This is an optimization exercise on Yosys and OpenROAD, whose aim is a short achievable clock period, not a production implementation. No functional check of the RTL was part of this run. The clock cells of this run come from the design's own scripts or RTL, not from TritonCTS. The clock input has no modelled driver; a real chip could not lean on it and would need a root buffer or a full tree. Power is estimated from default activity; no workload was simulated.

File: flow/flow/clocktree.tcl
# Replace the clock tree with two levels of clock inverters: the clock port
# drives NR root inverters, each of which drives a few of the NB leaf
# inverters, and each leaf drives one cluster of flip-flops. Both levels
# invert, so the flip-flops see the port's edge.
set BUF [expr {[info exists ::env(VU_CLK_BUF)] ? $::env(VU_CLK_BUF) : "sky130_fd_sc_hd__clkinv_16"}]
set block [ord::get_db_block]
set db [ord::get_db]
set root [$block findNet clk_i]

# Walk the existing tree from the port: buffers/loads to delete, sink pins to keep
set sinks {}
set old_insts {}
set old_nets {}
set todo [list $root]
while {[llength $todo]} {
  set net [lindex $todo 0]
  set todo [lrange $todo 1 end]
  foreach it [$net getITerms] {
    if {[$it isOutputSignal]} { continue }
    set inst [$it getInst]
    set m [[$inst getMaster] getName]
    if {[[$inst getMaster] isSequential] || [string match "*__df*" $m]} {
      lappend sinks $it
    } else {
      lappend old_insts $inst
      foreach ot [$inst getITerms] {
        if {[$ot isOutputSignal] && [$ot getNet] ne "NULL"} {
          lappend todo [$ot getNet]
          lappend old_nets [$ot getNet]
        }
      }
    }
  }
}
puts "clocktree: [llength $sinks] sinks, removing [llength $old_insts] cells and [llength $old_nets] nets"
foreach it $sinks { $it disconnect }
foreach inst $old_insts { odb::dbInst_destroy $inst }
foreach net $old_nets { odb::dbNet_destroy $net }

# Leaf cells: about 30 flip-flops each
set NB [expr {[info exists ::env(VU_CLK_BUFS)] ? $::env(VU_CLK_BUFS) : max(4, int(ceil([llength $sinks] / 30.0)))}]

# Sink positions (pin centres)
set pts {}
foreach it $sinks {
  set inst [$it getInst]
  set bb [$inst getBBox]
  lappend pts [list [expr {([$bb xMin] + [$bb xMax]) / 2.0}] [expr {([$bb yMin] + [$bb yMax]) / 2.0}]]
}
# k-means from a grid of seeds
set n [llength $pts]
set xs [lsort -real [lmap p $pts {lindex $p 0}]]
set ys [lsort -real [lmap p $pts {lindex $p 1}]]
set cent {}
set gx [expr {int(ceil(sqrt($NB)))}]
set gy [expr {int(ceil(double($NB) / $gx))}]
for {set k 0} {$k < $NB} {incr k} {
  set ix [expr {$k % $gx}]
  set iy [expr {$k / $gx}]
  lappend cent [list [lindex $xs [expr {int(($ix + 0.5) * $n / $gx)}]] [lindex $ys [expr {int(($iy + 0.5) * $n / $gy)}]]]
}
set cap [expr {int(ceil(double($n) / $NB)) + 2}]
for {set iter 0} {$iter < 30} {incr iter} {
  # balanced assignment: each point to its nearest centre with room left, farthest-first
  set cnt [lrepeat $NB 0]
  set asg [lrepeat $n -1]
  set items {}
  for {set i 0} {$i < $n} {incr i} {
    set p [lindex $pts $i]
    set best 1e30
    for {set k 0} {$k < $NB} {incr k} {
      set c [lindex $cent $k]
      set d [expr {abs([lindex $p 0] - [lindex $c 0]) + abs([lindex $p 1] - [lindex $c 1])}]
      if {$d < $best} { set best $d }
    }
    lappend items [list $i $best]
  }
  foreach item [lsort -real -decreasing -index 1 $items] {
    set i [lindex $item 0]
    set p [lindex $pts $i]
    set bk -1
    set best 1e30
    for {set k 0} {$k < $NB} {incr k} {
      if {[lindex $cnt $k] >= $cap} { continue }
      set c [lindex $cent $k]
      set d [expr {abs([lindex $p 0] - [lindex $c 0]) + abs([lindex $p 1] - [lindex $c 1])}]
      if {$d < $best} { set best $d; set bk $k }
    }
    lset asg $i $bk
    lset cnt $bk [expr {[lindex $cnt $bk] + 1}]
  }
  set sx [lrepeat $NB 0.0]
  set sy [lrepeat $NB 0.0]
  for {set i 0} {$i < $n} {incr i} {
    set k [lindex $asg $i]
    lset sx $k [expr {[lindex $sx $k] + [lindex $pts $i 0]}]
    lset sy $k [expr {[lindex $sy $k] + [lindex $pts $i 1]}]
  }
  for {set k 0} {$k < $NB} {incr k} {
    if {[lindex $cnt $k] > 0} {
      lset cent $k [list [expr {[lindex $sx $k] / [lindex $cnt $k]}] [expr {[lindex $sy $k] / [lindex $cnt $k]}]]
    }
  }
}
puts "clocktree: cluster sizes $cnt"

set master [$db findMaster $BUF]
$root setSigType CLOCK
# NR root cells on the port each drive a group of leaf cells; with
# inverters (VU_CLK_INV) both levels invert, so the flops see the port's edge
set NR [expr {[info exists ::env(VU_CLK_ROOTS)] ? $::env(VU_CLK_ROOTS) : 4}]
set RCELL [expr {[info exists ::env(VU_CLK_RCELL)] ? $::env(VU_CLK_RCELL) : $BUF}]
set rmaster [$db findMaster $RCELL]
set inpin [expr {[string match "*clkinv*" $BUF] ? "A" : "A"}]
set outpin [expr {[string match "*clkinv*" $BUF] ? "Y" : "X"}]
set rin "A"
set rout [expr {[string match "*clkinv*" $RCELL] ? "Y" : "X"}]
# group leaves by x order of their centres
set lorder {}
for {set k 0} {$k < $NB} {incr k} { lappend lorder [list $k [lindex $cent $k 0] [lindex $cent $k 1]] }
set lorder [lsort -real -index 1 $lorder]
for {set r 0} {$r < $NR} {incr r} {
  set rinst [odb::dbInst_create $block $rmaster "vu_clkroot_$r"]
  set rnet [odb::dbNet_create $block "vu_clkroot_net_$r"]
  $rnet setSigType CLOCK
  [$rinst findITerm $rin] connect $root
  [$rinst findITerm $rout] connect $rnet
  set rx 0.0; set ry 0.0; set cntr 0
  for {set j $r} {$j < $NB} {incr j $NR} {
    set k [lindex $lorder $j 0]
    set leafroot($k) $rnet
    set rx [expr {$rx + [lindex $cent $k 0]}]; set ry [expr {$ry + [lindex $cent $k 1]}]; incr cntr
  }
  $rinst setLocation [expr {int($rx / $cntr) - [$rmaster getWidth] / 2}] [expr {int($ry / $cntr) - [$rmaster getHeight] / 2}]
  $rinst setPlacementStatus PLACED
}
for {set k 0} {$k < $NB} {incr k} {
  set inst [odb::dbInst_create $block $master "vu_clkbuf_$k"]
  set net [odb::dbNet_create $block "vu_clknet_$k"]
  $net setSigType CLOCK
  [$inst findITerm $inpin] connect $leafroot($k)
  [$inst findITerm $outpin] connect $net
  set c [lindex $cent $k]
  $inst setLocation [expr {int([lindex $c 0]) - [$master getWidth] / 2}] [expr {int([lindex $c 1]) - [$master getHeight] / 2}]
  $inst setPlacementStatus PLACED
  set nets($k) $net
}
for {set i 0} {$i < $n} {incr i} {
  [lindex $sinks $i] connect $nets([lindex $asg $i])
}
File: flow/constraint.sdc
create_clock -name core_clock -period 4.0 [get_ports {clk_i}]
set_input_delay 0.8000 -clock core_clock [delete_from_list [all_inputs] [get_ports {clk_i}]]
set_output_delay 0.8000 -clock core_clock [all_outputs]
set_load 0.01 [all_outputs]
File: flow/flow/post_cts.tcl
# Runs inside ORFS's CTS step after its own tree and repair: swap the tree
# for a two-level inverter tree (clocktree.tcl), legalize, repair again.
source [file join [file dirname [info script]] clocktree.tcl]
detailed_placement
estimate_parasitics -placement
report_clock_skew
repair_timing_helper
detailed_placement
check_placement -verbose
estimate_parasitics -placement
report_clock_skew
report_checks -path_delay max -format full_clock_expanded
File: flow/flow/run.sh
#!/bin/bash
# Own layout flow: the standard flow (standard.sh) for every step, with
# the clock tree that CTS builds swapped, inside the CTS step, for a
# two-level clock-inverter tree (post_cts.tcl sources clocktree.tcl), then
# legalized and repaired again. Each step's output goes to a log file here.
set -eo pipefail
cd "$(dirname "$0")/.."
flowdir=$(pwd)/flow
bash standard.sh synth > synth.log 2>&1
bash standard.sh floorplan place > place.log 2>&1
bash standard.sh POST_CTS_TCL="$flowdir/post_cts.tcl" cts > cts.log 2>&1
bash standard.sh finish > finish.log 2>&1
File: flow/design.v
package vector_unit_pkg;
    typedef enum logic [1:0] {
        ESIZE_8  = 2'b00,
        ESIZE_16 = 2'b01
    } esize_t;
    typedef enum logic [3:0] {
        OP_VSRA       = 4'd0,
        OP_RND_VSRA   = 4'd1,
        OP_VSRL       = 4'd2,
        OP_RND_VSRL   = 4'd3,
        OP_VSLL       = 4'd4,
        OP_SAT_VSLL   = 4'd5,
        OP_VSATL_SMPR = 4'd6,
        OP_VSATL_RNDR = 4'd7,
        OP_VADD       = 4'd8,
        OP_VSUB       = 4'd9,
        OP_SAT_VADD   = 4'd10,
        OP_SAT_VSUB   = 4'd11
    } vunit_op_t;
    typedef enum logic [2:0] {
        VSRA, RND_VSRA, VSRL, RND_VSRL, VSLL, SAT_VSLL, VSATL_SMPR, VSATL_RNDR
    } vshift_uops_t;
    typedef enum logic [1:0] {
        VADD, VSUB, SAT_VADD, SAT_VSUB
    } vadd_uops_t;
endpackage : vector_unit_pkg
`timescale 1ns/1ps
module vu_lane_srl #(
    parameter bit E16 = 1'b1
) (
    input  logic [15:0] x,
    input  logic [3:0]  sa,
    input  logic [3:0]  sb,
    output logic [15:0] y
);
    localparam int W = E16 ? 16 : 8;
    logic [15:0] t;
    always_comb begin
        for (int j = 0; j < 16; j++) begin
            t[j] = 1'b0;
            for (int k = 0; k < 4; k++)
                if ((j % W) + k < W) t[j] = t[j] | (sa[k] & x[j+k]);
        end
        for (int j = 0; j < 16; j++) begin
            y[j] = 1'b0;
            for (int k = 0; k < (E16 ? 4 : 2); k++)
                if ((j % W) + 4*k < W) y[j] = y[j] | (sb[k] & t[j+4*k]);
        end
    end
endmodule
module vu_lane_sll #(
    parameter bit E16 = 1'b1
) (
    input  logic [15:0] x,
    input  logic [3:0]  sa,
    input  logic [3:0]  sb,
    output logic [15:0] y
);
    localparam int W = E16 ? 16 : 8;
    logic [15:0] t;
    always_comb begin
        for (int j = 0; j < 16; j++) begin
            t[j] = 1'b0;
            for (int k = 0; k < 4; k++)
                if ((j % W) - k >= 0) t[j] = t[j] | (sa[k] & x[j-k]);
        end
        for (int j = 0; j < 16; j++) begin
            y[j] = 1'b0;
            for (int k = 0; k < (E16 ? 4 : 2); k++)
                if ((j % W) - 4*k >= 0) y[j] = y[j] | (sb[k] & t[j-4*k]);
        end
    end
endmodule
module vu_mux2 #(
    parameter int W = 32
) (
    input  logic         s,
    input  logic [W-1:0] a,
    input  logic [W-1:0] b,
    output logic [W-1:0] y
);
    assign y = s ? b : a;
endmodule
module vu_rmux (
    input  logic [4:0]  adr,
    input  logic [31:0] opa,
    input  logic [31:0] opb,
    input  logic [5:0]  ctrl,
    input  logic [31:0] res,
    input  logic        ovf,
    output logic [31:0] y
);
    logic        ok;
    logic [31:0] m;
    assign ok = !adr[4] && !adr[1] && !adr[0];
    always_comb begin
        case (adr[3:2])
            2'd0: m = opa;
            2'd1: m = opb;
            2'd2: m = {26'b0, ctrl};
            default: m = res;
        endcase
        y = m & {32{ok}};
        y[1] = y[1] | (ovf && adr == 5'h10);
    end
endmodule
`timescale 1ns/1ps
module vu_lane_carry #(
    parameter bit SUB = 1'b0
) (
    input  logic [15:0] a,
    input  logic [15:0] b,
    input  logic        e16,
    output logic [15:0] c
);
    logic [15:0] g, t;
    vu_gen #(.SUB(SUB)) gen_i (.a(a), .b(b), .g(g), .t(t));
    vu_carry #(.CIN(SUB)) carry_i (.g(g), .t(t), .e16(e16), .c(c));
endmodule
module vu_load #(
    parameter int W = 32
) (
    input  logic         en,
    input  logic         clr,
    input  logic [W-1:0] d,
    input  logic [W-1:0] q,
    output logic [W-1:0] y
);
    assign y = en ? d : (clr ? '0 : q);
endmodule
module vu_gen #(
    parameter bit SUB = 1'b0
) (
    input  logic [15:0] a,
    input  logic [15:0] b,
    output logic [15:0] g,
    output logic [15:0] t
);
    assign g = a & (SUB ? ~b : b);
    assign t = a | (SUB ? ~b : b);
endmodule
module vu_carry #(
    parameter bit CIN = 1'b0
) (
    input  logic [15:0] g,
    input  logic [15:0] t,
    input  logic        e16,
    output logic [15:0] c
);
    always_comb begin
        logic [8:0] gl, tl;
        logic [7:0] gh, th;
        gl[0] = CIN;
        tl[0] = 1'b0;
        for (int i = 0; i < 8; i++) begin
            gl[i+1] = g[i];
            tl[i+1] = t[i];
        end
        for (int d = 1; d < 9; d = d * 2) begin
            logic [8:0] gn, tn;
            gn = gl;
            tn = tl;
            for (int i = d; i < 9; i++) begin
                gn[i] = gl[i] | (tl[i] & gl[i-d]);
                tn[i] = tl[i] & tl[i-d];
            end
            gl = gn;
            tl = tn;
        end
        gh = g[15:8];
        th = t[15:8];
        for (int d = 1; d < 8; d = d * 2) begin
            logic [7:0] gn, tn;
            gn = gh;
            tn = th;
            for (int i = d; i < 8; i++) begin
                gn[i] = gh[i] | (th[i] & gh[i-d]);
                tn[i] = th[i] & th[i-d];
            end
            gh = gn;
            th = tn;
        end
        for (int i = 0; i < 8; i++) c[i] = gl[i];
        c[8] = e16 ? gl[8] : CIN;
        for (int i = 9; i < 16; i++)
            c[i] = e16 ? (gh[i-9] | (th[i-9] & gl[8])) : (gh[i-9] | (th[i-9] & CIN));
    end
endmodule
module vu_pick5 #(
    parameter int W = 32
) (
    input  logic [4:0]  sel,
    input  logic [W-1:0] w0,
    input  logic [W-1:0] w1,
    input  logic [W-1:0] w2,
    input  logic [W-1:0] w3,
    input  logic [W-1:0] w4,
    output logic [W-1:0] y
);
    assign y = ({W{sel[0]}} & w0) | ({W{sel[1]}} & w1) | ({W{sel[2]}} & w2) |
               ({W{sel[3]}} & w3) | ({W{sel[4]}} & w4);
endmodule
module vu_pick4 #(
    parameter int W = 32
) (
    input  logic [3:0]   sel,
    input  logic [W-1:0] w0,
    input  logic [W-1:0] w1,
    input  logic [W-1:0] w2,
    input  logic [W-1:0] w3,
    output logic [W-1:0] y
);
    assign y = ({W{sel[0]}} & w0) | ({W{sel[1]}} & w1) | ({W{sel[2]}} & w2) |
               ({W{sel[3]}} & w3);
endmodule
module vu_or2 (
    input  logic a,
    input  logic b,
    output logic y
);
    assign y = a | b;
endmodule
`timescale 1ns/1ps
module vu_cp #(
    parameter int W = 1
) (
    input  logic [W-1:0] d,
    output logic [W-1:0] y
);
    assign y = d;
endmodule
`timescale 1ns/1ps
module vector_unit_top (
    input  logic                  clk_i,
    input  logic                  rst_n_i,
    input  logic                  wb_cyc_i,
    input  logic                  wb_stb_i,
    input  logic                  wb_we_i,
    input  logic [5-1:0] wb_adr_i,
    input  logic [32-1:0] wb_dat_i,
    input  logic [3:0]            wb_sel_i,
    output logic [32-1:0] wb_dat_o,
    output logic                  wb_ack_o
);
    logic        ack_q;
    logic        wr_opa_q, wr_opb_q, wr_ctrl_q;
    logic        opa_v, opb_v, res_v;
    logic [31:0] opa_q, opb_q, result_q;
    logic [5:0]  ctrl_q;
    logic        ovf_q;
    logic [3:0]  mag_q;
    logic [15:0] oh16_q, th16_q;
    logic [7:0]  oh8_q, th8_q;
    logic        dc_add0_q, dc_add1_q, dc_sll_q, dc_sr_q, dc_round_q, dc_shsat_q, dc_addsat_q;
    logic        e16_s, arith_s;
    logic [31:0] sr_q, sl_q;
    logic        a2_q, sub2_q;
    logic [63:0] shc_q;
    logic [3:0]  wrc_q, dcad_q, dcsl_q, dcsr_q, a2c_q, sub2c_q;
    logic [31:0] cy_q;
    logic [3:0]  rr_q, hsh_q, h1_q, h0_q;
    logic        e16_2, v2_q;
    logic req;
    assign req      = wb_cyc_i && wb_stb_i && !ack_q;
    assign wb_ack_o = ack_q;
    logic [31:0] rdata;
    vu_rmux rmux_i (
        .adr  (wb_adr_i),
        .opa  (opa_q & {32{opa_v}}),
        .opb  (opb_q & {32{opb_v}}),
        .ctrl (ctrl_q),
        .res  (result_q & {32{res_v}}),
        .ovf  (ovf_q),
        .y    (rdata)
    );
    always_ff @(posedge clk_i) begin
        wb_dat_o <= rdata;
    end
    logic [3:0] d;
    logic       neg;
    assign d   = wb_dat_i[3:0];
    assign neg = opb_q[4];
    logic g_add0, g_add1, g_sll, g_sr, g_round, g_shsat, g_addsat, g_go;
    assign g_add0   = wr_ctrl_q & dc_add0_q;
    assign g_add1   = wr_ctrl_q & dc_add1_q;
    assign g_sll    = wr_ctrl_q & dc_sll_q;
    assign g_sr     = wr_ctrl_q & dc_sr_q;
    assign g_round  = wr_ctrl_q & dc_round_q;
    assign g_shsat  = wr_ctrl_q & dc_shsat_q;
    assign g_addsat = wr_ctrl_q & dc_addsat_q;
    assign g_go     = g_add0 | g_add1 | g_sll | g_sr;
    logic [31:0] cy_a, cy_s, fill_w;
    logic [5:0]  e16_in;
    logic [3:0]  rnd_w, sat_w, h1_w, h0_w;
    for (genvar h = 0; h < 2; h++) begin : g_lane
        vu_lane_carry #(.SUB(0)) add_i (.a(opa_q[16*h +: 16]), .b(opb_q[16*h +: 16]), .e16(e16_in[2*h]), .c(cy_a[16*h +: 16]));
        vu_lane_carry #(.SUB(1)) sub_i (.a(opa_q[16*h +: 16]), .b(opb_q[16*h +: 16]), .e16(e16_in[2*h+1]), .c(cy_s[16*h +: 16]));
    end
    always_comb begin
        for (int i = 0; i < 32; i++) begin
            fill_w[i] = arith_s & (e16_s ? (opa_q[16*(i/16)+15] & (i % 16 != 0) & th16_q[(i % 16) - 1 + (i % 16 == 0)])
                                         : (opa_q[8*(i/8)+7]   & (i % 8 != 0)  & th8_q[(i % 8) - 1 + (i % 8 == 0)]));
        end
    end
    always_comb begin
        for (int i = 0; i < 4; i++) begin
            logic r8, s8, same;
            r8 = |(opa_q[8*i +: 7] & oh8_q[7:1]);
            s8 = |(opa_q[8*i +: 8] & th8_q);
            same = opa_q[8*i+7] ~^ (opb_q[8*i+7] ^ dc_add1_q);
            h1_w[i] = same & ~opa_q[8*i+7];
            h0_w[i] = same &  opa_q[8*i+7];
            if (i % 2 == 1) begin
                logic r16, s16;
                r16 = |(opa_q[16*(i/2) +: 15] & oh16_q[15:1]);
                s16 = |(opa_q[16*(i/2) +: 16] & th16_q);
                rnd_w[i] = e16_s ? r16 : r8;
                sat_w[i] = e16_s ? s16 : s8;
            end else begin
                rnd_w[i] = r8 & !e16_s;
                sat_w[i] = s8 & !e16_s;
                h1_w[i]  = h1_w[i] & !e16_s;
                h0_w[i]  = h0_w[i] & !e16_s;
            end
        end
    end
    logic [31:0] st2, p2;
    logic [3:0]  hit;
    always_comb
        for (int i = 0; i < 32; i++) p2[i] = opa_q[i] ^ opb_q[i] ^ sub2c_q[i/8];
    always_comb begin
        hit = '0;
        st2 = result_q;
        if (!e16_2) begin
            for (int i = 0; i < 4; i++) begin
                logic [7:0] q;
                logic       am;
                q  = result_q[8*i +: 8];
                am = opa_q[8*i+7];
                hit[i] = hsh_q[i] | (h1_q[i] & q[7]) | (h0_q[i] & ~q[7]);
                for (int k = 0; k < 8; k++) begin
                    logic all1;
                    all1 = 1'b1;
                    for (int j = 0; j < k; j++) all1 = all1 & q[j];
                    st2[8*i+k] = hit[i] ? ((k == 7) ? am : ~am) :
                                 (q[k] ^ (a2c_q[i] ? p2[8*i+k] : (rr_q[i] & all1)));
                end
            end
        end else begin
            for (int i = 0; i < 2; i++) begin
                logic [15:0] q;
                logic        am;
                q  = result_q[16*i +: 16];
                am = opa_q[16*i+15];
                hit[2*i+1] = hsh_q[2*i+1] | (h1_q[2*i+1] & q[15]) | (h0_q[2*i+1] & ~q[15]);
                for (int k = 0; k < 16; k++) begin
                    logic all1;
                    all1 = 1'b1;
                    for (int j = 0; j < k; j++) all1 = all1 & q[j];
                    st2[16*i+k] = hit[2*i+1] ? ((k == 15) ? am : ~am) :
                                  (q[k] ^ (a2c_q[2*i+k/8] ? p2[16*i+k] : (rr_q[2*i+1] & all1)));
                end
            end
        end
    end
    logic [31:0] result_d;
    for (genvar k = 0; k < 4; k++) begin : g_pick
        logic gad, gsl, gsr;
        assign gad = wrc_q[k] & dcad_q[k];
        assign gsl = wrc_q[k] & dcsl_q[k];
        assign gsr = wrc_q[k] & dcsr_q[k];
        vu_pick4 #(.W(8)) pick_i (
            .sel ({!(gad | gsl | gsr), gsr, gsl, gad}),
            .w0  (cy_q[8*k +: 8]),
            .w1  (sl_q[8*k +: 8]),
            .w2  (sr_q[8*k +: 8] | fill_w[8*k +: 8]),
            .w3  (st2[8*k +: 8]),
            .y   (result_d[8*k +: 8])
        );
    end
    logic [31:0] srl16_w, srl8_w, sll16_w, sll8_w, sr_d, sl_d, cy_d;
    for (genvar k = 0; k < 6; k++) begin : g_e16
        vu_or2 or_i (.a(wb_dat_i[5]), .b(wb_dat_i[4]), .y(e16_in[k]));
    end
    for (genvar h = 0; h < 2; h++) begin : g_shift
        vu_lane_srl #(.E16(1)) srl16_i (.x(opa_q[16*h +: 16]), .sa(shc_q[8*(4*h+0) +: 4]), .sb(shc_q[8*(4*h+0)+4 +: 4]), .y(srl16_w[16*h +: 16]));
        vu_lane_srl #(.E16(0)) srl8_i  (.x(opa_q[16*h +: 16]), .sa(shc_q[8*(4*h+1) +: 4]), .sb(shc_q[8*(4*h+1)+4 +: 4]), .y(srl8_w[16*h +: 16]));
        vu_lane_sll #(.E16(1)) sll16_i (.x(opa_q[16*h +: 16]), .sa(shc_q[8*(4*h+2) +: 4]), .sb(shc_q[8*(4*h+2)+4 +: 4]), .y(sll16_w[16*h +: 16]));
        vu_lane_sll #(.E16(0)) sll8_i  (.x(opa_q[16*h +: 16]), .sa(shc_q[8*(4*h+3) +: 4]), .sb(shc_q[8*(4*h+3)+4 +: 4]), .y(sll8_w[16*h +: 16]));
    end
    vu_mux2 #(.W(32)) srsel_i (.s(e16_in[4]), .a(srl8_w), .b(srl16_w), .y(sr_d));
    vu_mux2 #(.W(32)) slsel_i (.s(e16_in[5]), .a(sll8_w), .b(sll16_w), .y(sl_d));
    vu_mux2 #(.W(32)) cysel_i (.s(wb_dat_i[0]), .a(cy_a), .b(cy_s), .y(cy_d));
    logic [63:0] shc_d;
    logic [3:0]  wrc_d, dcad_d, dcsl_d, dcsr_d, a2c_d, sub2c_d;
    logic [7:0]  sel16_d, sel8_d;
    always_comb begin
        for (int k = 0; k < 4; k++) begin
            sel16_d[k]   = (mag_d[1:0] == 2'(k));
            sel16_d[4+k] = (mag_d[3:2] == 2'(k));
        end
        sel8_d = {2'b00, mag_d[2], !mag_d[2], sel16_d[3:0]};
    end
    logic        wr_ctrl_d, dc_add0_d, dc_add1_d, dc_sll_d, dc_sr_d;
    assign wr_ctrl_d = req && wb_we_i && (wb_adr_i == 5'h08);
    assign dc_add0_d =  d[3] & ~d[2] & ~d[0];
    assign dc_add1_d =  d[3] & ~d[2] &  d[0];
    assign dc_sll_d  = ~d[3] &  d[2] & ~(d[1] & neg);
    assign dc_sr_d   = ~d[3] & (~d[2] | (d[1] & neg));
    for (genvar k = 0; k < 8; k++) begin : g_shc
        vu_cp #(.W(8)) cp_i (.d((k % 2 == 0) ? sel16_d : sel8_d), .y(shc_d[8*k +: 8]));
    end
    for (genvar k = 0; k < 4; k++) begin : g_cp
        vu_cp #(.W(1)) wrc_i  (.d(wr_ctrl_d), .y(wrc_d[k]));
        vu_cp #(.W(1)) dcad_i (.d(dc_add0_d | dc_add1_d), .y(dcad_d[k]));
        vu_cp #(.W(1)) dcsl_i (.d(dc_sll_d),  .y(dcsl_d[k]));
        vu_cp #(.W(1)) dcsr_i (.d(dc_sr_d),   .y(dcsr_d[k]));
        vu_cp #(.W(1)) a2c_i  (.d(g_add0 | g_add1), .y(a2c_d[k]));
        vu_cp #(.W(1)) sub2c_i(.d(g_add1),    .y(sub2c_d[k]));
    end
    logic [31:0] opa_d, opb_d;
    vu_load #(.W(32)) lda_i (.en(wr_opa_q), .clr(!opa_v), .d(wb_dat_i), .q(opa_q), .y(opa_d));
    vu_load #(.W(32)) ldb_i (.en(wr_opb_q), .clr(!opb_v), .d(wb_dat_i), .q(opb_q), .y(opb_d));
    logic [3:0]  mag_d;
    logic [15:0] oh16_d, th16_d;
    logic [7:0]  oh8_d, th8_d;
    always_comb begin
        mag_d = opb_q[4] ? 4'(5'd0 - opb_q[4:0]) : opb_q[3:0];
        for (int k = 0; k < 16; k++) oh16_d[k] = (mag_q == 4'(k));
        for (int k = 0; k < 8; k++)  oh8_d[k]  = (mag_q[2:0] == 3'(k));
        for (int k = 0; k < 16; k++) begin
            th16_d[k] = 1'b0;
            for (int j = 15 - k; j < 16; j++) th16_d[k] = th16_d[k] | oh16_d[j];
        end
        for (int k = 0; k < 8; k++) begin
            th8_d[k] = 1'b0;
            for (int j = 7 - k; j < 8; j++) th8_d[k] = th8_d[k] | oh8_d[j];
        end
    end
    always_ff @(posedge clk_i or negedge rst_n_i) begin
        if (!rst_n_i) begin
            ack_q     <= 1'b0;
            wr_opa_q  <= 1'b0;
            wr_opb_q  <= 1'b0;
            wr_ctrl_q <= 1'b0;
            opa_v     <= 1'b0;
            opb_v     <= 1'b0;
            res_v     <= 1'b0;
            a2_q      <= 1'b0;
            sub2_q    <= 1'b0;
            wrc_q     <= '0;
            a2c_q     <= '0;
            sub2c_q   <= '0;
            rr_q      <= '0;
            hsh_q     <= '0;
            h1_q      <= '0;
            h0_q      <= '0;
            v2_q      <= 1'b0;
            ctrl_q    <= '0;
            ovf_q     <= 1'b0;
        end else begin
            ack_q     <= req;
            wr_opa_q  <= req && wb_we_i && (wb_adr_i == 5'h00);
            wr_opb_q  <= req && wb_we_i && (wb_adr_i == 5'h04);
            wr_ctrl_q <= req && wb_we_i && (wb_adr_i == 5'h08);
            opa_v     <= opa_v | wr_opa_q;
            opb_v     <= opb_v | wr_opb_q;
            res_v     <= res_v | g_go;
            a2_q      <= g_add0 | g_add1;
            sub2_q    <= g_add1;
            wrc_q     <= wrc_d;
            a2c_q     <= a2c_d;
            sub2c_q   <= sub2c_d;
            rr_q      <= rnd_w & {4{g_round}};
            hsh_q     <= sat_w & {4{g_shsat}};
            h1_q      <= h1_w & {4{g_addsat}};
            h0_q      <= h0_w & {4{g_addsat}};
            v2_q      <= g_go;
            if (wr_ctrl_q) ctrl_q <= wb_dat_i[5:0];
            if (v2_q) ovf_q <= |hit;
        end
    end
    always_ff @(posedge clk_i) begin
        opa_q       <= opa_d;
        opb_q       <= opb_d;
        result_q    <= result_d;
        mag_q       <= mag_d;
        shc_q       <= shc_d;
        dcad_q      <= dcad_d;
        cy_q        <= cy_d;
        dcsl_q      <= dcsl_d;
        dcsr_q      <= dcsr_d;
        oh16_q      <= oh16_d;
        th16_q      <= th16_d;
        oh8_q       <= oh8_d;
        th8_q       <= th8_d;
        dc_add0_q   <=  d[3] & ~d[2] & ~d[0];
        dc_add1_q   <=  d[3] & ~d[2] &  d[0];
        dc_addsat_q <=  d[3] & ~d[2] &  d[1];
        dc_sll_q    <= ~d[3] &  d[2] & ~(d[1] & neg);
        dc_sr_q     <= ~d[3] & (~d[2] | (d[1] & neg));
        dc_round_q  <= ~d[3] &  d[0] & (~d[2] | (d[1] & neg));
        dc_shsat_q  <= ~d[3] &  d[2] & ((~d[1] & d[0]) | (d[1] & ~neg));
        arith_s     <= (~d[2] & ~d[1]) | (d[2] & d[1] & neg);
        e16_s       <= wb_dat_i[5] | wb_dat_i[4];
        sr_q        <= sr_d;
        sl_q        <= sl_d;
        e16_2       <= e16_s;
    end
endmodule
File: flow/config.mk
export PLATFORM = sky130hd
export DESIGN_NAME = vector_unit_top
export DESIGN_NICKNAME = vector_unit_top
export VERILOG_FILES = /design/flow/design.v
export SDC_FILE = /design/flow/constraint.sdc
export NUM_CORES = 4
export LEC_CHECK = 0
export CAP_MARGIN = 20
export CORE_MARGIN = 2
export CORE_UTILIZATION = 40
export SETUP_SLACK_MARGIN = 2.4
export SLEW_MARGIN = 20
export SYNTH_HIERARCHICAL = 1
File: flow/standard.sh
#!/bin/bash
# synth_recipe.tcl (not shown) runs the flow's synth.tcl, then flattens the netlist and writes it again
# the make line also repeats each setting of config.mk as NAME=value (left out here)
make -C /OpenROAD-flow-scripts/flow DESIGN_CONFIG=/design/flow/config.mk WORK_HOME=/design/flow/orfs CLKGATE_MAP_FILE= SYNTH_SCRIPT=/design/flow/synth_recipe.tcl "${@:-finish}"
==> run summary <==
Finish
Excluding fillers, the count of instances in the completed layout stands at 3495. Cells fill about half of the core in the end. At the end of the flow, the number of nets in the layout was 2762.

The layout overhead on the synthesized area is 23.7%. The layout cell share with drive strength beyond 1 is 38.3%.

Setup path
The worst setup path is captured at a register. Of all nets on the critical path, the largest fanout is 8. The critical setup path kind is input pin to register. The kind of start point of the critical path is an input pin. Data arrives at the worst endpoint at 2180 ps. The required time reported for the critical path endpoint is between 4000 and 5000 ps.

Placed design
Routability-driven placement finished with a final weighted congestion of around 0.94. Including well taps, the total number of placed cells is 3143. Input and output buffers added on the ports amount to 74. The detailed-placement wirelength estimate is around 53000 um.

The worst setup slack before clock tree synthesis is 837 ps.

Timing
Setup repair after global routing could not meet its margin everywhere. The minimum clock period after layout is 2090 ps. The number of endpoints with negative hold slack in the final report is 0.

The setup TNS after final layout is 0 ps. Timing would allow up to ~480 MHz. The final-report max-slew violation count was 0.

Setup slack closes at ~1900 ps. The clock arrives with 55.1 ps of skew. The remaining max-slew budget at the tightest pin is 52.1%. At the pin with the least slew margin, the transition time is 717 ps. In the finished design, the share of the clock period the worst path needs comes to 52.2%. Setup violations remaining at the end of the flow were counted as 0.

Drt
For this block, the via count after detailed routing is 21578. After detailed routing, the average wire length per cell comes to 27.3 um. The count of nets left with antenna violations once routing finished came out at 0.

The first-pass iteration count of the detailed router is 6. The final wirelength is 95300 um. The remaining design rule violation count is 0. After detailed routing, the number of vias per cell comes to between 6 and 7. The detailed router finished its first iteration with 2901 violations.

Clock tree
The clock latency on the worst-skew pair is 260 ps. The number of sinks on the clock net is 393. The clock edge transition at the registers on the reported setup and hold paths is 80 ps.

Power and ir drop
The cell leakage power is 12.5 nW. In this run the power density over the cells is between 200 and 250 mW/mm^2. The worst IR drop on VDD is ~0.00032 V.

GRT
The global routing stage identified its most utilized layer as met2. The routing usage on met2 is 44.2%. The number of antenna violations at the first check in global routing is 2. The wire length of the first global-routing pass is approximately 140000 um.

After global routing the overflow that remains totals 0. The via count of the first global-routing pass was 20789. For met3 alone, demand over resource in global routing was 6.41%. Entering global routing, the biggest net connects 44 pins.

Global routing consumed, over all layers together, 29.3% of the routing resources. For this run, global-route usage on met1 was measured as 40.2%.

Floorplan
The die extent in y is 250 um. For this configuration, the core starts out at a cell density of 40.3%. The horizontal extent of the die is about 250 um. The total die area is between 0.06 and 0.07 mm^2. The total number of placement rows is 90. a little under 80 I/O pins were placed.

The area of the core is 0.0601 mm^2.

Synth
The total number of yosys warnings is 14. The mean cell area of the mapped netlist is 9.62 um^2. Synthesis handed over a netlist of about 2500 instances.

The netlist area before placement is 0.0242 mm^2.

Flow run
The max-capacitance violation count is 0.

Status
The flow ran to the end and the layout has no timing, DRC or antenna violations.

Hold path
The min-delay analysis places its worst path in the category register to register.
==> stage by stage <==
| step | hold slack [ps] | power, mW | instance area, um^2 |
|---|---|---|---|
| after floorplan | 399 | 4.69 | 24500 |
| after global placement | 424 | 4.84 | 24400 |
| after detailed placement | 436 | 4.84 | 24400 |
| after global routing | 454 | 7.29 | 29900 |
| final | 430 | 7.07 | 29900 |
==> where the power goes <==
part	switching, mW	internal, mW	leakage [nW]
clock	1.65	0.351	0.205
combinational	0.486	0.464	8.78
sequential	0.127	3.99	3.47
total	2.26	4.80	12.5
==> layout make-up <==
type	count	area [um^2]
inverter	61	729
tap	782	978
timing repair buffer	422	4580
sequential	393	8420
antenna	1	2.50
fill	5390	30200
multi-input combinational	1836	15200
==> routing by layer <==
| layer | wire, um | up-vias | part of all wire [%] |
|---|---|---|---|
| li1 | - | 9551 | - |
| met5 | 0 | - | 0 |
| met2 | 41500 | 1275 | 44 |
| met1 | 40700 | 10520 | 43 |
| met4 | 4140 | 0 | 4.3 |
| met3 | 9030 | 232 | 9.5 |
==> worst max-delay path, cell delays in order <==
cell                      delay, ps
sky130_fd_sc_hd__buf_12         130
sky130_fd_sc_hd__or2_4          260
sky130_fd_sc_hd__and4_4         170
sky130_fd_sc_hd__nor2b_4        120
sky130_fd_sc_hd__a22oi_2        200
sky130_fd_sc_hd__buf_4          150
sky130_fd_sc_hd__nand3_2         70
sky130_fd_sc_hd__mux2_4         280
==> final timing paths <==
check | from | to | slack [ps] | cells after the start
max in group asynchronous | rst_n_i | wr_ctrl_q | 2940 | 1
hold / removal | cy_q[11] | result_q[11] | 430 | 2
setup reg to reg | opa_q[0] | result_q[0] | 2030 | 7
setup / recovery | wb_dat_i[5] | cy_q[11] | 1910 | 8
min in group asynchronous | rst_n_i | opa_v | 570 | 1
hold reg to reg | cy_q[11] | result_q[11] | 430 | 2
==> cells in the final DEF (no fill, tap or decap), types with 20 or more instances in the layout <==
master,n
sky130_fd_sc_hd__buf_8,28
sky130_fd_sc_hd__or2_1,48
sky130_fd_sc_hd__nand2_1,177
sky130_fd_sc_hd__buf_6,88
sky130_fd_sc_hd__and3_1,25
sky130_fd_sc_hd__a21oi_1,67
sky130_fd_sc_hd__a22oi_1,159
sky130_fd_sc_hd__and2_1,149
sky130_fd_sc_hd__a22oi_2,81
sky130_fd_sc_hd__a21oi_2,47
sky130_fd_sc_hd__nand2b_1,36
sky130_fd_sc_hd__xnor2_1,37
sky130_fd_sc_hd__o21ai_1,32
sky130_fd_sc_hd__clkdlybuf4s50_1,26
sky130_fd_sc_hd__nor2b_2,27
sky130_fd_sc_hd__dfxtp_2,39
sky130_fd_sc_hd__nand3_1,34
sky130_fd_sc_hd__xor3_1,26
sky130_fd_sc_hd__mux2_4,92
sky130_fd_sc_hd__dfxtp_4,70
sky130_fd_sc_hd__buf_12,46
sky130_fd_sc_hd__a21o_1,45
sky130_fd_sc_hd__nor2b_1,33
sky130_fd_sc_hd__buf_2,20
sky130_fd_sc_hd__dfrtp_1,29
sky130_fd_sc_hd__inv_1,31
sky130_fd_sc_hd__nor2_1,37
sky130_fd_sc_hd__buf_4,194
sky130_fd_sc_hd__o21ai_0,39
sky130_fd_sc_hd__dfxtp_1,241
sky130_fd_sc_hd__a22o_1,176
sky130_fd_sc_hd__mux2i_1,27
sky130_fd_sc_hd__and2_2,31
==> sequential cells by signal (all words and copies together) (netlist names), 6 cells and up <==
name and flops:
wb_dat_o 32, opa_q 32, opb_q 32, shc_q 56
sr_q 32, result_q 32, oh16_q 14, ctrl_q 6
sl_q 32, oh8_q 6, th16_q 16, cy_q 32
th8_q 8

-- re-timing with driven ports --
In the flow no input, the clock included, has a driving cell. The finished layout below was timed again as built, in two steps.
Step 1: set_driving_cell puts a clkbuf_16 on clk_i and a buf_2 on each other input, an assumption about the parent block.
Step 2 adds t to the input delays and takes it off the output delays; t is the mean of the earliest and latest rising clock arrival at the registers after step 1. Input paths then give back, and output paths get back, about the clock's delay inside the block.
a / b / c = ideal / step 1 / step 2; a / b = the first two.
shift t [ns]: 0.448
slack for setup (ns): 1.913 / 2.030 / 1.627
worst slew at a driven data input, ns: 0.08
After both steps setup and hold are still met in this run. For this run, drivers alone change the setup slack by +0.117 ns; drivers and shift together by -0.286 ns.
